Background: an optimization exercise with open tools, aiming at small area and a short achievable clock period. Do not read the settings as production practice.
Power and IR drop assume default switching activity.

==> flow/design.v (excerpt) <==
module fpu_top (
	input  logic                        clk,
	input  logic                        arst_n,
	input  logic [fpu_pkg::FLOAT_W-1:0] opa,
	input  logic [fpu_pkg::FLOAT_W-1:0] opb,
	input  logic [1:0]                  fpu_op,    
	input  logic [1:0]                  rmode,     
	output logic [fpu_pkg::FLOAT_W-1:0] out,
	output logic                        inf,
	output logic                        snan,
	output logic                        qnan,
	output logic                        ine,
	output logic                        overflow,
	output logic                        underflow,
	output logic                        zero
);
Size: about 3,600 cells after synthesis, about 31,000 um^2 of cells after synthesis.
==> module addsub_prenorm, before the edit <==
module addsub_prenorm (
	input  logic [31:0] opa,
	input  logic [31:0] opb,
	input  logic        is_mul,
	input  logic        is_sub,
	input  logic [1:0]  rmode,
	output logic [27:0] row0,
	output logic [27:0] row1,
	output logic [7:0]  exp_big,
	output logic        sign_as,
	output logic        zero_sign
);
	logic        sa, sb_eff, eff_sub, a_big, az, bz, en;
	logic [7:0]  ea, eb, exp_diff;
	logic [23:0] ma, mb, m_big, m_small;
	logic [49:0] shifted;
	logic [26:0] small_al;
	assign sa      = opa[31];
	assign sb_eff  = opb[31] ^ is_sub;
	assign eff_sub = sa ^ sb_eff;
	assign ea      = opa[30:23];
	assign eb      = opb[30:23];
	assign az      = (ea == '0);
	assign bz      = (eb == '0);
	assign ma      = az ? 24'b0 : {1'b1, opa[22:0]};   
	assign mb      = bz ? 24'b0 : {1'b1, opb[22:0]};
	assign en      = ~is_mul;
	assign a_big    = ({ea, ma[22:0]} >= {eb, mb[22:0]});
	assign m_big    = a_big ? ma : mb;
	assign m_small  = a_big ? mb : ma;
	assign exp_diff = a_big ? ea - eb : eb - ea;
	assign shifted  = {m_small, 26'b0} >> exp_diff;
	assign small_al = (exp_diff > 8'd26) ? {26'b0, |m_small}
	                                     : {shifted[49:24], |shifted[23:0]};
	assign row0 = en ? {1'b0, m_big, 2'b00, eff_sub} : '0;
	assign row1 = en ? {eff_sub, small_al ^ {27{eff_sub}}} : '0;
	assign exp_big   = a_big ? ea : eb;
	assign sign_as   = a_big ? sa : sb_eff;
	assign zero_sign = eff_sub ? (rmode == RM_DOWN) : sa;   
endmodule
==> module fpu_top, before the edit <==
module fpu_top (
	input  logic                        clk,
	input  logic                        arst_n,
	input  logic [fpu_pkg::FLOAT_W-1:0] opa,
	input  logic [fpu_pkg::FLOAT_W-1:0] opb,
	input  logic [1:0]                  fpu_op,    
	input  logic [1:0]                  rmode,     
	output logic [fpu_pkg::FLOAT_W-1:0] out,
	output logic                        inf,
	output logic                        snan,
	output logic                        qnan,
	output logic                        ine,
	output logic                        overflow,
	output logic                        underflow,
	output logic                        zero
);
	logic [31:0]       opa_r, opb_r;
	logic              mul_r, sub_r;
	logic [1:0]        rmode_r;
	logic [11:0]       bx1, bx2, bneg, bx1_r, bx2_r, bneg_r;
	logic [47:0]       pp0, pp1, rows0, rows1;
	logic [27:0]       as0, as1;
	logic [7:0]        exp_big;
	logic              sign_as, zsign_d;
	logic              nan_d, inf_d, zero_d, ssign_d, snan_d;
	logic [47:0]       s0_p, s1_p;
	logic signed [9:0] exp_p;
	logic              sign_p, zsign_p;
	logic [1:0]        rmode_p;
	logic [4:0]        spec_p;
	logic [27:0]       x_d, x_a;
	logic              ls_d, ls_a, isz_d, isz_a;
	logic [4:0]        lz_d, lz_a;
	logic signed [9:0] exp_a;
	logic              sign_a, zsign_a;
	logic [1:0]        rmode_a;
	logic [4:0]        spec_a;
	logic [22:0]       mant_d, mant_n;
	logic              rup_d, cy_d, ine_d, toinf_d;
	logic signed [9:0] expn_d, exp_n;
	logic              rup_n, cy_n, ine_n, toinf_n, sign_n, zsign_n, isz_n;
	logic [4:0]        spec_n;
	logic [31:0]       out_d;
	logic [6:0]        flags_d;
	mul_prenorm u_mul_pre (.frac(opb[22:0]), .m(fpu_op[1]), .x1(bx1), .x2(bx2), .neg(bneg));
	always_ff @(posedge clk)
	begin
		opa_r   <= opa;
		opb_r   <= opb;
		mul_r   <= fpu_op[1];   
		sub_r   <= fpu_op[0];
		rmode_r <= rmode;
		bx1_r   <= bx1;
		bx2_r   <= bx2;
		bneg_r  <= bneg;
	end
	operand_classify u_classify (
		.opa(opa_r), .opb(opb_r), .is_mul(mul_r), .is_sub(sub_r),
		.spec_nan(nan_d), .spec_inf(inf_d), .spec_zero(zero_d), .spec_sign(ssign_d), .spec_snan(snan_d)
	);
	mantissa_arith u_arith (
		.a({1'b1, opa_r[22:0]}), .x1(bx1_r), .x2(bx2_r), .neg(bneg_r), .m(mul_r),
		.s0(pp0), .s1(pp1)
	);
	addsub_prenorm u_addsub_pre (
		.opa(opa_r), .opb(opb_r), .is_mul(mul_r), .is_sub(sub_r), .rmode(rmode_r),
		.row0(as0), .row1(as1), .exp_big, .sign_as, .zero_sign(zsign_d)
	);
	assign rows0 = pp0 | {as0, 20'b0};
	assign rows1 = pp1 | {as1, 20'b0};
	always_ff @(posedge clk)
	begin
		s0_p    <= rows0;
		s1_p    <= rows1;
		exp_p   <= mul_r ? $signed({2'b00, opa_r[30:23]}) + $signed({2'b00, opb_r[30:23]}) - 10'sd127
		                 : $signed({2'b00, exp_big});
		sign_p  <= mul_r ? opa_r[31] ^ opb_r[31] : sign_as;
		zsign_p <= zsign_d;
		rmode_p <= rmode_r;
		spec_p  <= {nan_d, inf_d, zero_d, ssign_d, snan_d};
	end
	norm_count u_count (
		.s0(s0_p), .s1(s1_p), .x(x_d), .low_sticky(ls_d), .lz(lz_d), .is_zero(isz_d)
	);
	always_ff @(posedge clk)
	begin
		x_a     <= x_d;
		ls_a    <= ls_d;
		lz_a    <= lz_d;
		isz_a   <= isz_d;
		exp_a   <= exp_p;
		sign_a  <= sign_p;
		zsign_a <= zsign_p;
		rmode_a <= rmode_p;
		spec_a  <= spec_p;
	end
	norm_round u_round (
		.x(x_a), .low_sticky(ls_a), .lz(lz_a), .exp_in(exp_a), .sign(sign_a), .rmode(rmode_a),
		.mant(mant_d), .round_up(rup_d), .carry(cy_d), .inexact(ine_d), .exp_n(expn_d), .to_inf(toinf_d)
	);
	always_ff @(posedge clk)
	begin
		mant_n  <= mant_d;
		rup_n   <= rup_d;
		cy_n    <= cy_d;
		ine_n   <= ine_d;
		exp_n   <= expn_d;
		toinf_n <= toinf_d;
		sign_n  <= sign_a;
		zsign_n <= zsign_a;
		isz_n   <= isz_a;
		spec_n  <= spec_a;
	end
	result_select u_result (
		.mant(mant_n), .round_up(rup_n), .carry(cy_n), .inexact(ine_n), .exp_n, .sign(sign_n),
		.is_zero(isz_n), .zero_sign(zsign_n), .to_inf(toinf_n),
		.spec_nan(spec_n[4]), .spec_inf(spec_n[3]), .spec_zero(spec_n[2]), .spec_sign(spec_n[1]), .spec_snan(spec_n[0]),
		.out(out_d), .inf(flags_d[6]), .snan(flags_d[5]), .qnan(flags_d[4]), .ine(flags_d[3]),
		.overflow(flags_d[2]), .underflow(flags_d[1]), .zero(flags_d[0])
	);
	always_ff @(posedge clk)
	begin
		out <= out_d;
		{inf, snan, qnan, ine, overflow, underflow, zero} <= flags_d;
	end
endmodule
Settings: LEC_CHECK=0, CAP_MARGIN=20, CORE_MARGIN=2, CORE_UTILIZATION=40, SETUP_SLACK_MARGIN=5, SLEW_MARGIN=20; clock period 8.5 ns.
run.sh (not shown) runs the stock make flow with config.mk's settings and CLKGATE_MAP_FILE= SYNTH_SCRIPT=/design/flow/synth_recipe.tcl, a recipe that flattens the netlist after the stock synthesis.
Change:
--- a/flow/design.v
+++ b/flow/design.v
@@ -55,7 +55,26 @@
 endmodule
 import fpu_pkg::*;
+module addsub_compare (
+	input  logic [31:0] opa,
+	input  logic [31:0] opb,
+	output logic        a_big,      
+	output logic [4:0]  diff,       
+	output logic        diff_big    
+);
+	logic [7:0] ea, eb, dab, dba;
+	assign ea  = opa[30:23];
+	assign eb  = opb[30:23];
+	assign dab = ea - eb;
+	assign dba = eb - ea;
+	assign a_big    = (ea > eb) | ((ea == eb) & ((ea == '0) | (opa[22:0] >= opb[22:0])));
+	assign diff     = a_big ? dab[4:0] : dba[4:0];
+	assign diff_big = a_big ? (dab > 8'd26) : (dba > 8'd26);
+endmodule
 module addsub_prenorm (
 	input  logic [31:0] opa,
 	input  logic [31:0] opb,
+	input  logic        a_big,
+	input  logic [4:0]  diff,
+	input  logic        diff_big,
 	input  logic        is_mul,
 	input  logic        is_sub,
@@ -67,6 +86,6 @@
 	output logic        zero_sign
 );
-	logic        sa, sb_eff, eff_sub, a_big, az, bz, en;
-	logic [7:0]  ea, eb, exp_diff;
+	logic        sa, sb_eff, eff_sub, az, bz, en;
+	logic [7:0]  ea, eb;
 	logic [23:0] ma, mb, m_big, m_small;
 	logic [49:0] shifted;
@@ -82,11 +101,9 @@
 	assign mb      = bz ? 24'b0 : {1'b1, opb[22:0]};
 	assign en      = ~is_mul;
-	assign a_big    = ({ea, ma[22:0]} >= {eb, mb[22:0]});
 	assign m_big    = a_big ? ma : mb;
 	assign m_small  = a_big ? mb : ma;
-	assign exp_diff = a_big ? ea - eb : eb - ea;
-	assign shifted  = {m_small, 26'b0} >> exp_diff;
-	assign small_al = (exp_diff > 8'd26) ? {26'b0, |m_small}
-	                                     : {shifted[49:24], |shifted[23:0]};
+	assign shifted  = {m_small, 26'b0} >> diff;
+	assign small_al = diff_big ? {26'b0, |m_small}
+	                           : {shifted[49:24], |shifted[23:0]};
 	assign row0 = en ? {1'b0, m_big, 2'b00, eff_sub} : '0;
 	assign row1 = en ? {eff_sub, small_al ^ {27{eff_sub}}} : '0;
@@ -1218,4 +1235,6 @@
 	logic [1:0]        rmode_r;
 	logic [11:0]       bx1, bx2, bneg, bx1_r, bx2_r, bneg_r;
+	logic              abig, abig_r, dbig, dbig_r;
+	logic [4:0]        diff, diff_r;
 	logic [47:0]       pp0, pp1, rows0, rows1;
 	logic [27:0]       as0, as1;
@@ -1243,4 +1262,5 @@
 	logic [6:0]        flags_d;
 	mul_prenorm u_mul_pre (.frac(opb[22:0]), .m(fpu_op[1]), .x1(bx1), .x2(bx2), .neg(bneg));
+	addsub_compare u_compare (.opa, .opb, .a_big(abig), .diff, .diff_big(dbig));
 	always_ff @(posedge clk)
 	begin
@@ -1253,4 +1273,7 @@
 		bx2_r   <= bx2;
 		bneg_r  <= bneg;
+		abig_r  <= abig;
+		diff_r  <= diff;
+		dbig_r  <= dbig;
 	end
 	operand_classify u_classify (
@@ -1263,6 +1286,6 @@
 	);
 	addsub_prenorm u_addsub_pre (
-		.opa(opa_r), .opb(opb_r), .is_mul(mul_r), .is_sub(sub_r), .rmode(rmode_r),
-		.row0(as0), .row1(as1), .exp_big, .sign_as, .zero_sign(zsign_d)
+		.opa(opa_r), .opb(opb_r), .a_big(abig_r), .diff(diff_r), .diff_big(dbig_r),
+		.is_mul(mul_r), .is_sub(sub_r), .rmode(rmode_r), .row0(as0), .row1(as1), .exp_big, .sign_as, .zero_sign(zsign_d)
 	);
 	assign rows0 = pp0 | {as0, 20'b0};
Effect: Final area increases by 1.6%. Sequential power increases by about 5%. Setup slack gains 1.3 ns. Routed wire length increases by 2.7%. Flip-flop and latch count increases by 7.
No run of this note included a check of the RTL's function; only the layout flow was run.

## separate check: timing with driven ports
Ports are ideal in the flow. The routed layouts listed here were re-timed in OpenROAD. Step 1 sets driving cells, clkbuf_16 on the clock port and buf_2 on the other inputs (assumed; they add their load-dependent delay and slew). Step 2 times the ports against the registers' clock, not the clock port: input delays grow and output delays shrink by t, the midpoint of the rising clock arrivals with the driver on. Slacks: ideal ports / drivers / drivers and shift; pairs: ideal ports / drivers.
run	t, ns	setup slack, ns	worst hold slack (ns)	clock arrival spread, ns
the first run	0.667	3.178 / 3.178 / 3.178	0.320 / 0.320 / 0.320	0.108 / 0.108
the second run	0.655	4.498 / 4.498 / 4.213	0.326 / 0.326 / 0.326	0.031 / 0.031
After both steps every run listed still meets setup and hold. The setup slack of the second run, which loses most, moves by 0.000 ns with the drivers and by -0.285 ns with both steps.
